From an optimization exercise on the open Yosys and OpenROAD flow, aimed at small area, a short achievable clock period and few clock cycles per item; shortcuts taken in it are not production practice. Function was checked by simulation only, so behaviour that the tests miss may differ from the original. Power is estimated from default activity; no workload was simulated.

==> design.v <==
package sac_pkg;
    localparam int ADDR_W       = 16;
    localparam int MAX_SET_BITS = 4;
    localparam int MAX_WAY_BITS = 3;
    localparam int SET_W        = MAX_SET_BITS;
    localparam int WAY_W        = MAX_WAY_BITS;
    localparam int NUM_SETS     = 1 << MAX_SET_BITS;
    localparam int NUM_WAYS     = 1 << MAX_WAY_BITS;
    localparam int TAG_W        = 16;
    localparam int RANK_W       = 3;
    localparam int CNT_W        = 32;
    localparam int CFG_IDX_W    = 3;
    localparam int CFG_DATA_W   = 5;
endpackage
module sac_cfg_regs (
    input  logic                           i_clk,
    input  logic                           i_rst_n,
    input  logic                           i_cfg_we,
    input  logic [sac_pkg::CFG_IDX_W-1:0]  i_cfg_index,
    input  logic [sac_pkg::CFG_DATA_W-1:0] i_cfg_data,
    output logic [4:0]                     o_addr_bits,
    output logic [2:0]                     o_set_bits,
    output logic [1:0]                     o_way_bits,
    output logic [3:0]                     o_offset_bits,
    output logic                           o_policy
);
    logic [4:0]       r_addr_bits;
    logic [2:0]       r_set_bits;
    logic [1:0]       r_way_bits;
    logic [3:0]       r_offset_bits;
    logic             r_policy;
    always_ff @(posedge i_clk) begin
        if (!i_rst_n) begin
            r_addr_bits   <= 5'd16;
            r_set_bits    <= 3'd2;
            r_way_bits    <= 2'd1;
            r_offset_bits <= 4'd4;
            r_policy      <= 1'b0;
        end else if (i_cfg_we) begin
            case (i_cfg_index)
                3'd0: r_addr_bits   <= i_cfg_data[4:0];
                3'd1: r_set_bits    <= i_cfg_data[2:0];
                3'd2: r_way_bits    <= i_cfg_data[1:0];
                3'd3: r_offset_bits <= i_cfg_data[3:0];
                3'd4: r_policy      <= i_cfg_data[0];
                default: ;
            endcase
        end
    end
    assign o_addr_bits   = (r_addr_bits > 5'd16) ? 5'd16 : r_addr_bits;
    assign o_set_bits    = (r_set_bits > 3'd4) ? 3'd4 : r_set_bits;
    assign o_way_bits    = r_way_bits;
    assign o_offset_bits = r_offset_bits;
    assign o_policy      = r_policy;
endmodule
module set_assoc_cache_hit_miss_top (
    input  logic                           i_clk,
    input  logic                           i_rst_n,
    input  logic                           i_cfg_we,
    input  logic [sac_pkg::CFG_IDX_W-1:0]  i_cfg_index,
    input  logic [sac_pkg::CFG_DATA_W-1:0] i_cfg_data,
    input  logic                           start,
    output logic                           busy,
    input  logic [sac_pkg::ADDR_W-1:0]     i_address,
    output logic                           o_result_valid,
    output logic                           o_hit,
    output logic [sac_pkg::SET_W-1:0]      o_set_index,
    output logic [sac_pkg::TAG_W-1:0]      o_tag_value,
    output logic [sac_pkg::WAY_W-1:0]      o_way_used,
    output logic [sac_pkg::CNT_W-1:0]      o_hit_count,
    output logic [sac_pkg::CNT_W-1:0]      o_miss_count
);
    localparam int ADDR_W = sac_pkg::ADDR_W;
    localparam int SET_W  = sac_pkg::SET_W;
    localparam int TAG_W  = sac_pkg::TAG_W;
    localparam int WAY_W  = sac_pkg::WAY_W;
    localparam int CNT_W  = sac_pkg::CNT_W;
    localparam int NS     = sac_pkg::NUM_SETS;
    localparam int NW     = sac_pkg::NUM_WAYS;
    localparam int RW     = sac_pkg::RANK_W;
    localparam int ROW_W  = NW * (TAG_W + RW + 1);
    logic [4:0] cfg_addr_bits;
    logic [2:0] cfg_set_bits;
    logic [1:0] cfg_way_bits;
    logic [3:0] cfg_offset_bits;
    logic       cfg_policy;
    sac_cfg_regs u_cfg (
        .i_clk         (i_clk),
        .i_rst_n       (i_rst_n),
        .i_cfg_we      (i_cfg_we),
        .i_cfg_index   (i_cfg_index),
        .i_cfg_data    (i_cfg_data),
        .o_addr_bits   (cfg_addr_bits),
        .o_set_bits    (cfg_set_bits),
        .o_way_bits    (cfg_way_bits),
        .o_offset_bits (cfg_offset_bits),
        .o_policy      (cfg_policy)
    );
    logic [NW-1:0] act;
    assign act = {{4{cfg_way_bits == 2'd3}}, {2{cfg_way_bits[1]}},
                  cfg_way_bits != 2'd0, 1'b1};
    logic [NS-1:0][NW-1:0][TAG_W-1:0] r_tags;
    logic [NS-1:0][NW-1:0][RW-1:0]    r_ranks;
    logic [NS-1:0][NW-1:0]            r_valid;
    assign busy = 1'b0;
    logic              r1_v;
    logic [ADDR_W-1:0] r1_addr;
    always_ff @(posedge i_clk) begin
        r1_v    <= i_rst_n & start;
        r1_addr <= i_address;
    end
    logic [ADDR_W:0]   addr_mask;
    logic [ADDR_W-1:0] addr_cut;
    logic [ADDR_W-1:0] addr_shift;
    logic [SET_W:0]    set_mask;
    logic [4:0]        tag_shift;
    logic [SET_W-1:0]  s2_set;
    logic [TAG_W-1:0]  s2_tag;
    always_comb begin
        addr_mask  = ((ADDR_W+1)'(1) << cfg_addr_bits) - (ADDR_W+1)'(1);
        addr_cut   = r1_addr & addr_mask[ADDR_W-1:0];
        addr_shift = addr_cut >> cfg_offset_bits;
        set_mask   = ((SET_W+1)'(1) << cfg_set_bits) - (SET_W+1)'(1);
        s2_set     = addr_shift[SET_W-1:0] & set_mask[SET_W-1:0];
        tag_shift  = {1'b0, cfg_offset_bits} + {2'b0, cfg_set_bits};
        s2_tag     = TAG_W'(addr_cut >> tag_shift);
    end
    logic             r2_v;
    logic [SET_W-1:0] r2_set;
    logic [TAG_W-1:0] r2_tag;
    always_ff @(posedge i_clk) begin
        r2_v   <= i_rst_n & r1_v;
        r2_set <= s2_set;
        r2_tag <= s2_tag;
    end
    logic [NS-1:0]            s2_set_oh;
    logic [NS-1:0]            r2_set_oh;
    always_comb begin
        for (int s = 0; s < NS; s++) begin
            s2_set_oh[s] = (s2_set == SET_W'(s));
        end
    end
    always_ff @(posedge i_clk) begin
        r2_set_oh <= s2_set_oh;
    end
    logic [ROW_W-1:0]         row;
    logic [NW-1:0][TAG_W-1:0] row_tags;
    logic [NW-1:0][RW-1:0]    row_ranks;
    logic [NW-1:0]            row_valid;
    logic [NW-1:0]            s3_hv;
    logic [NW-1:0][RW-1:0]    mem_ranks;
    logic [NW-1:0]            mem_valid;
    logic [NW-1:0]            mem_hv;
    logic                     r_out_valid;
    logic [SET_W-1:0]         r_out_set;
    logic [TAG_W-1:0]         r_out_tag;
    logic                     r_out_hit;
    logic [NW-1:0]            p_used;
    logic [NW-1:0][RW-1:0]    p_ranks;
    logic [NW-1:0]            p_valid;
    logic                     fwd5;
    logic                     teq5;
    assign fwd5 = r_out_valid && (r_out_set == r2_set);
    assign teq5 = (r_out_tag == r2_tag);
    always_comb begin
        row = '0;
        for (int s = 0; s < NS; s++) begin
            if (r2_set_oh[s]) begin
                row = row | {r_valid[s], r_ranks[s], r_tags[s]};
            end
        end
        {mem_valid, mem_ranks, row_tags} = row;
        for (int w = 0; w < NW; w++) begin
            mem_hv[w] = mem_valid[w] && (row_tags[w] == r2_tag);
        end
        if (fwd5) begin
            row_valid = p_valid;
            row_ranks = p_ranks;
            s3_hv     = (mem_hv & ~p_used) | (p_used & {NW{teq5}});
        end else begin
            row_valid = mem_valid;
            row_ranks = mem_ranks;
            s3_hv     = mem_hv;
        end
    end
    logic [NW-1:0]         used_oh;
    logic [NW-1:0][RW-1:0] new_ranks;
    logic [NW-1:0]         new_valid;
    logic                  fwd;
    logic                  teq;
    logic                  r3_v;
    logic [SET_W-1:0]      r3_set;
    logic [TAG_W-1:0]      r3_tag;
    logic [NW-1:0]         r3_hv;
    logic [NW-1:0][RW-1:0] r3_ranks;
    logic [NW-1:0]         r3_valid;
    assign fwd = r3_v && (r3_set == r2_set);
    assign teq = (r3_tag == r2_tag);
    always_ff @(posedge i_clk) begin
        r3_v      <= i_rst_n & r2_v;
        r3_set    <= r2_set;
                r3_tag    <= r2_tag;
        if (fwd) begin
            r3_hv    <= (s3_hv & ~used_oh) | (used_oh & {NW{teq}});
            r3_ranks <= new_ranks;
            r3_valid <= new_valid;
        end else begin
            r3_hv    <= s3_hv;
            r3_ranks <= row_ranks;
            r3_valid <= row_valid;
        end
    end
    logic [NW-1:0]         hv;
    logic [NW-1:0]         vl;
    logic [NW-1:0][RW-1:0] rk;
    logic [NW-1:0]         hit_vec;
    logic [NW-1:0]         emp_vec;
    logic [NW-1:0]         hit_oh;
    logic [NW-1:0]         emp_oh;
    logic [NW-1:0]         vic_oh;
    logic [NW-1:0][NW-1:0] gt;         
    logic [NW-1:0]         below_hit;  
    logic [NW-1:0]         below_vic;  
    logic [NW-1:0]         below;      
    logic [NW-1:0]         inc;
    logic                  hit;
    logic                  empty;
    logic                  touch;
    logic                  vic_ok;
    logic [WAY_W-1:0]      used;
    always_comb begin
        hv = r3_hv;
        vl = r3_valid;
        rk = r3_ranks;
        hit_vec = act & hv;
        emp_vec = act & ~vl;
        hit     = |hit_vec;
        empty   = |emp_vec;
        for (int w = 0; w < NW; w++) begin
            hit_oh[w] = hit_vec[w];
            emp_oh[w] = emp_vec[w];
            for (int v = 0; v < w; v++) begin
                hit_oh[w] = hit_oh[w] && !hit_vec[v];
                emp_oh[w] = emp_oh[w] && !emp_vec[v];
            end
        end
        for (int k = 0; k < NW; k++) begin
            for (int m = 0; m < NW; m++) begin
                gt[k][m] = rk[k] > rk[m];
            end
        end
        for (int w = 0; w < NW; w++) begin
            vic_ok = act[w];
            for (int v = 0; v < NW; v++) begin
                if (v < w) vic_ok = vic_ok && (!act[v] || gt[w][v]);
                if (v > w) vic_ok = vic_ok && (!act[v] || !gt[v][w]);
            end
            vic_oh[w] = vic_ok;
        end
        for (int k = 0; k < NW; k++) begin
            below_hit[k] = 1'b0;
            below_vic[k] = 1'b0;
            for (int m = 0; m < NW; m++) begin
                below_hit[k] = below_hit[k] || (hit_oh[m] && gt[m][k]);
                below_vic[k] = below_vic[k] || (act[m] && gt[m][k]);
            end
            below[k] = hit ? below_hit[k] : (empty || below_vic[k]);
            inc[k]   = act[k] && vl[k] && below[k] && (rk[k] != '1);
        end
        used_oh = hit ? hit_oh : (empty ? emp_oh : vic_oh);
        touch   = !hit || !cfg_policy;
        for (int k = 0; k < NW; k++) begin
            if (touch && used_oh[k]) begin
                new_ranks[k] = '0;
            end else if (touch && inc[k]) begin
                new_ranks[k] = rk[k] + RW'(1);
            end else begin
                new_ranks[k] = rk[k];
            end
        end
        new_valid = vl | used_oh;
        used = '0;
        for (int w = 0; w < NW; w++) begin
            if (used_oh[w]) used = used | WAY_W'(w);
        end
    end
    always_ff @(posedge i_clk) begin
        p_used  <= used_oh;
        p_ranks <= new_ranks;
        p_valid <= new_valid;
    end
    always_ff @(posedge i_clk) begin
        for (int s = 0; s < NS; s++) begin
            if (r_out_valid && (r_out_set == SET_W'(s))) begin
                r_ranks[s] <= p_ranks;
                for (int w = 0; w < NW; w++) begin
                    if (!r_out_hit && p_used[w]) begin
                        r_tags[s][w] <= r_out_tag;
                    end
                end
            end
        end
    end
    always_ff @(posedge i_clk) begin
        if (!i_rst_n) begin
            r_valid <= '0;
        end else begin
            for (int s = 0; s < NS; s++) begin
                if (r_out_valid && (r_out_set == SET_W'(s))) begin
                    r_valid[s] <= p_valid;
                end
            end
        end
    end
    logic [CNT_W-1:0] r_hits;
    logic [CNT_W-1:0] r_misses;
    logic [WAY_W-1:0] r_out_way;
    always_ff @(posedge i_clk) begin
        if (!i_rst_n) begin
            r_hits      <= '0;
            r_misses    <= '0;
            r_out_valid <= 1'b0;
        end else begin
            r_out_valid <= r3_v;
            if (r3_v) begin
                if (hit && (r_hits != '1)) r_hits <= r_hits + CNT_W'(1);
                if (!hit && (r_misses != '1)) r_misses <= r_misses + CNT_W'(1);
            end
        end
    end
    always_ff @(posedge i_clk) begin
        r_out_hit <= hit;
        r_out_set <= r3_set;
        r_out_tag <= r3_tag;
        r_out_way <= used;
    end
    assign o_result_valid = r_out_valid;
    assign o_hit          = r_out_hit;
    assign o_set_index    = r_out_set;
    assign o_tag_value    = r_out_tag;
    assign o_way_used     = r_out_way;
    assign o_hit_count    = r_hits;
    assign o_miss_count   = r_misses;
endmodule
==> flow/run.sh <==
#!/bin/bash
# The standard layout, with the timing repair steps aiming for a setup slack of
# SETUP_SLACK_MARGIN ns at the design's clock period (the constraints are unchanged).
set -euo pipefail
bash standard.sh SETUP_SLACK_MARGIN=9 finish > flow_make.log 2>&1
==> standard.sh <==
#!/bin/bash
# synth_recipe.tcl (not shown) runs the flow's synth.tcl, then flattens the netlist and writes it again
# the make line also repeats each setting of config.mk as NAME=value (left out here)
make -C /OpenROAD-flow-scripts/flow DESIGN_CONFIG=/design/flow/config.mk WORK_HOME=/design/flow/orfs CLKGATE_MAP_FILE= SYNTH_SCRIPT=/design/flow/synth_recipe.tcl "${@:-finish}"
==> config.mk <==
export PLATFORM = sky130hd
export DESIGN_NAME = set_assoc_cache_hit_miss_top
export DESIGN_NICKNAME = set_assoc_cache_hit_miss_top
export VERILOG_FILES = /design/flow/design.v
export SDC_FILE = /design/flow/constraint.sdc
export NUM_CORES = 4
export LEC_CHECK = 0
export CAP_MARGIN = 20
export CORE_MARGIN = 2
export CORE_UTILIZATION = 60
export CTS_CLUSTER_SIZE = 30
export SLEW_MARGIN = 20
==> constraint.sdc <==
create_clock -name core_clock -period 13.0 [get_ports {i_clk}]
set_input_delay 2.6000 -clock core_clock [delete_from_list [all_inputs] [get_ports {i_clk}]]
set_output_delay 2.6000 -clock core_clock [all_outputs]
set_load 0.01 [all_outputs]
==> run summary <==
-- report_power, final --
group | total (mW) | internal [mW] | switching (mW)
sequential | 10.3 | 10.1 | 0.214
combinational | 1.74 | 0.537 | 1.20
clock | 7.97 | 4.59 | 3.38
-- metal layers --
metal  vias up  share of wire [%]  global-route usage, %
li1      27980                  -                      -
met1     35490                 37                  53.83
met2      4766                 46                  59.63
met3       856                 12                  7.708
met4        18                5.1                  17.89
met5         -              0.083                      0
-- sequential cells by signal (all words and copies together) (netlist names), 5 cells and up --
| name | count |
|---|---|
| u_cfg.r_addr_bits | 5 |
| p_ranks | 24 |
| r_ranks | 384 |
| r3_tag | 16 |
| r_misses | 32 |
| r_out_tag | 16 |
| r_valid | 128 |
| r3_hv | 8 |
| r2_tag | 16 |
| p_used | 8 |
| p_valid | 8 |
| r3_ranks | 24 |
| r3_valid | 8 |
| r2_set_oh | 16 |
| r1_addr | 16 |
| r_hits | 32 |
| r_tags | 2048 |
-- stage by stage --
step	utilization [%]	hold WS, ns	setup slack [ns]	power, mW	area [um^2]
global route	68.88	0.3514	8.847	20.50	122600
detailed placement	63.05	0.3435	8.258	12.11	112300
finish	68.88	0.3464	8.882	20.04	122600
CTS	68.82	0.3504	8.839	20.02	122500
floorplan	-	0.3290	9.241	11.36	107300
global placement	62.99	0.3412	8.306	12.07	112100
-- final cells by class --
| type | count | share of cell area, % |
|---|---|---|
| well taps | 2355 | 2.403 |
| clock inverters | 111 | 0.7509 |
| clock buffers | 391 | 6.507 |
| multi-input cells | 3414 | 20.42 |
| diodes | 5 | 0.01020 |
| repair buffers | 467 | 3.541 |
| inverters | 79 | 0.2489 |
| flip-flops and latches | 2819 | 66.12 |
-- final timing paths --
path	start	to	slack, ns
setup / recovery	r_out_tag[3]$_DFF_P_	o_tag_value[3]	8.88
hold / removal	r3_tag[13]$_DFF_P_	r_out_tag[13]$_DFF_P_	0.35
setup reg to reg	r2_set_oh[7]$_DFF_P_	r3_hv[6]$_DFF_P_	8.97
hold reg to reg	r3_tag[13]$_DFF_P_	r_out_tag[13]$_DFF_P_	0.35
-- layout by cell type (no fill, tap or decap), types with 19 or more instances in the layout --
cell and count:
nor3_1 39, edfxtp_1 2432, a21boi_0 134, a22oi_1 181
buf_6 87, a221oi_1 562, buf_12 24, nand2b_1 22
nor2_2 114, xnor2_1 97, nor2_1 150, clkdlybuf4s50_1 26
clkbuf_16 301, inv_1 60, nand3_1 100, dfxtp_2 49
nor4_1 32, a21oi_1 61, nand4_1 203, dfxtp_1 272
o21ai_0 56, mux2i_1 40, a211oi_1 19, buf_4 295
and3_1 22, clkinv_2 35, ha_1 106, nor2b_1 36
o211ai_1 20, and2_1 79, xor2_1 141, a22o_1 554
clkinv_1 47, clkbuf_1 79, nand2_1 367, dfxtp_4 66
o32ai_1 19
-- logic make-up (layout without fill, tap and decap cells) --
logic type,count (synthesis),count (layout),share of synthesized area (%)
mux,45,45,0.4572
buf+inv,514,1048,1.833
xor+xnor,239,239,1.951
fa+ha+maj,107,107,1.255
other cells,1,6,0.003495
simple gates,1285,1285,5.928
flops,2819,2819,75.29
compound gates,1737,1737,13.28
-- what timing repair did --
item,4_1_cts,5_1_grt
hold endpoints to repair,0,0
pin swaps,0,0
setup endpoints to repair,94,90
resized for setup,560,13
cloned,0,0
setup buffers,110,1
==> qor.txt <==
Root Buffer: clkbuf_16
effective utilization at floorplan: 60.26%
height of the die: 426.9 um
number of global-route vias before repair: 65540
die area: 0.1822 mm^2
iteration count of the initial detailed-routing pass: 8
Die X: 426.9 um
Net count, final: 7210
count of pins over their slew limit: 0
average cell area after synthesis: 15.90 um^2
instance count on the critical path: 1
P&R area growth vs syn: 14.31%
Max Cap Viol: 0
number of distinct library cells after synthesis: 83
post-synth top area cell: edfxtp_1
Setup TNS: 0 ns
syn_nets: 6882
cell-by-cell trace of the critical path: buf_6
maximum number of pins on one net before global-route repair: 107
TritonCTS buffer count: 294
VDD IR-drop max: 0.1573 mV
top achievable clock speed: 242.8 MHz
CP bufs+invs: 1
I/O Buffers: 116
insertion delay to the later sink of the worst-skew pair: 0.94 ns
CTS Buffer Depth: 4
proportion of register bits with asynchronous set or reset after synthesis: 0%
number of cells on the worst hold path: 0
Least-Margin Pin Slew: 1.182 ns
cell count of the worst reg-to-reg path: 10
Filler cells: 11910
Slew headroom: 21.19%
Syn Inst Count: 6747
arrival time reported for the critical path endpoint: 1.52 ns
area occupied by registers: 0.08109 mm^2
final number of hold-violating endpoints: 0
antenna violations before repair: 18
biggest cell delay along the critical path: 0.46 ns
aggregate routed wire length: 355900 um
number of synthesized flops with an enable pin: 2432
Final ANT Viol Nets: 0
final instance count without filler cells: 9641
Setup Skew: 0.05418 ns
cell family with the largest share of critical-path delay: flip-flops
Critical Path Start Type: register
Synthesis Warnings: 2
clock-pin slew reported for the worst setup and hold paths after clock tree synthesis: 0.06 ns
total half-perimeter wirelength after legalization and detailed placement: 186200 um
critical path required time: 10.40 ns
Placed Instances: 9021
proportion of layout cells with a drive suffix above 1: 15.60%
HP Class: reg -> reg
total core area: 0.1780 mm^2
I/O Pins: 118
highest-delay cell along the critical path: dfxtp_4
global-route usage over all layers: 38.74%
final weighted congestion in routability-driven placement: 0.9021
global-route wire length before repair: 494200 um
number of hold buffers added after CTS: 0
top flip-flop cell by instance count after synthesis: edfxtp_1
number of storage elements in the synthesis netlist: 2819
sequential cell area fraction in the yosys report: 75.29%
worst-path fanout max: 3
CTS tree: done
area share of the leading cell type in the synthesized netlist: 68.07%
drt initial violations: 10880
main area contributors after synthesis: edfxtp_1 (68%), dfxtp_1 (7.2%), a221oi_1 (4.6%), a22o_1 (4.5%), nand2_1 (1.3%)
Residual DRC: 0
minimum clock period: 4.118 ns
summed instance area of the synthesized netlist: 0.1073 mm^2
Static Leakage: 40.15 nW
crit share post-route: 31.68%
gr ovfl total: 0
H-tree levels: 5
top cells by instance count after synthesis: edfxtp_1 (2432), a221oi_1 (562), a22o_1 (554), dfxtp_1 (387), nand2_1 (379)
critical path type: reg -> out
number of sinks on the clock net: 2819
Crit. End Element: output port
Avg Vias per Cell: 7.168
area of the multi-input gates: 0.02504 mm^2
result of the run: finished clean
number of setup violations in the final report: 0
wire length per cell: 36.91 um
via count: 69110
most frequent cell after synthesis: edfxtp_1
floorplan row count: 155
RSZ-0062 raised after global routing: true
areal power density over the cells: 163.4 mW/mm^2
Testbench counts, summed over its fixed seeds: cycles 48,576, items 48,000.

==> what the ideal ports hide <==
In the flow no input, the clock included, has a driving cell. The finished layout below was timed again as built, in two steps. Step 1 assumes that a clkbuf_16 drives the clock port and a buf_2 every other input. Step 2 moves the port delays by t, midway between the first and last clock arrival at a register: inputs arrive t later, outputs are due t later. That takes back most of the time a late clock gives input paths. Three values: ideal, step 1, step 2; two values: the first two.
t (ns): 1.007
setup WS [ns]: 8.882 / 8.792 / 8.353
latest minus earliest clock arrival (ns): 0.065 / 0.066
worst data-port slew with drivers (ns): 0.04
cell pins on the clock port's net: 1
After both steps this run still meets setup and hold. For this run, drivers alone change the setup slack by -0.090 ns; drivers and shift together by -0.529 ns.
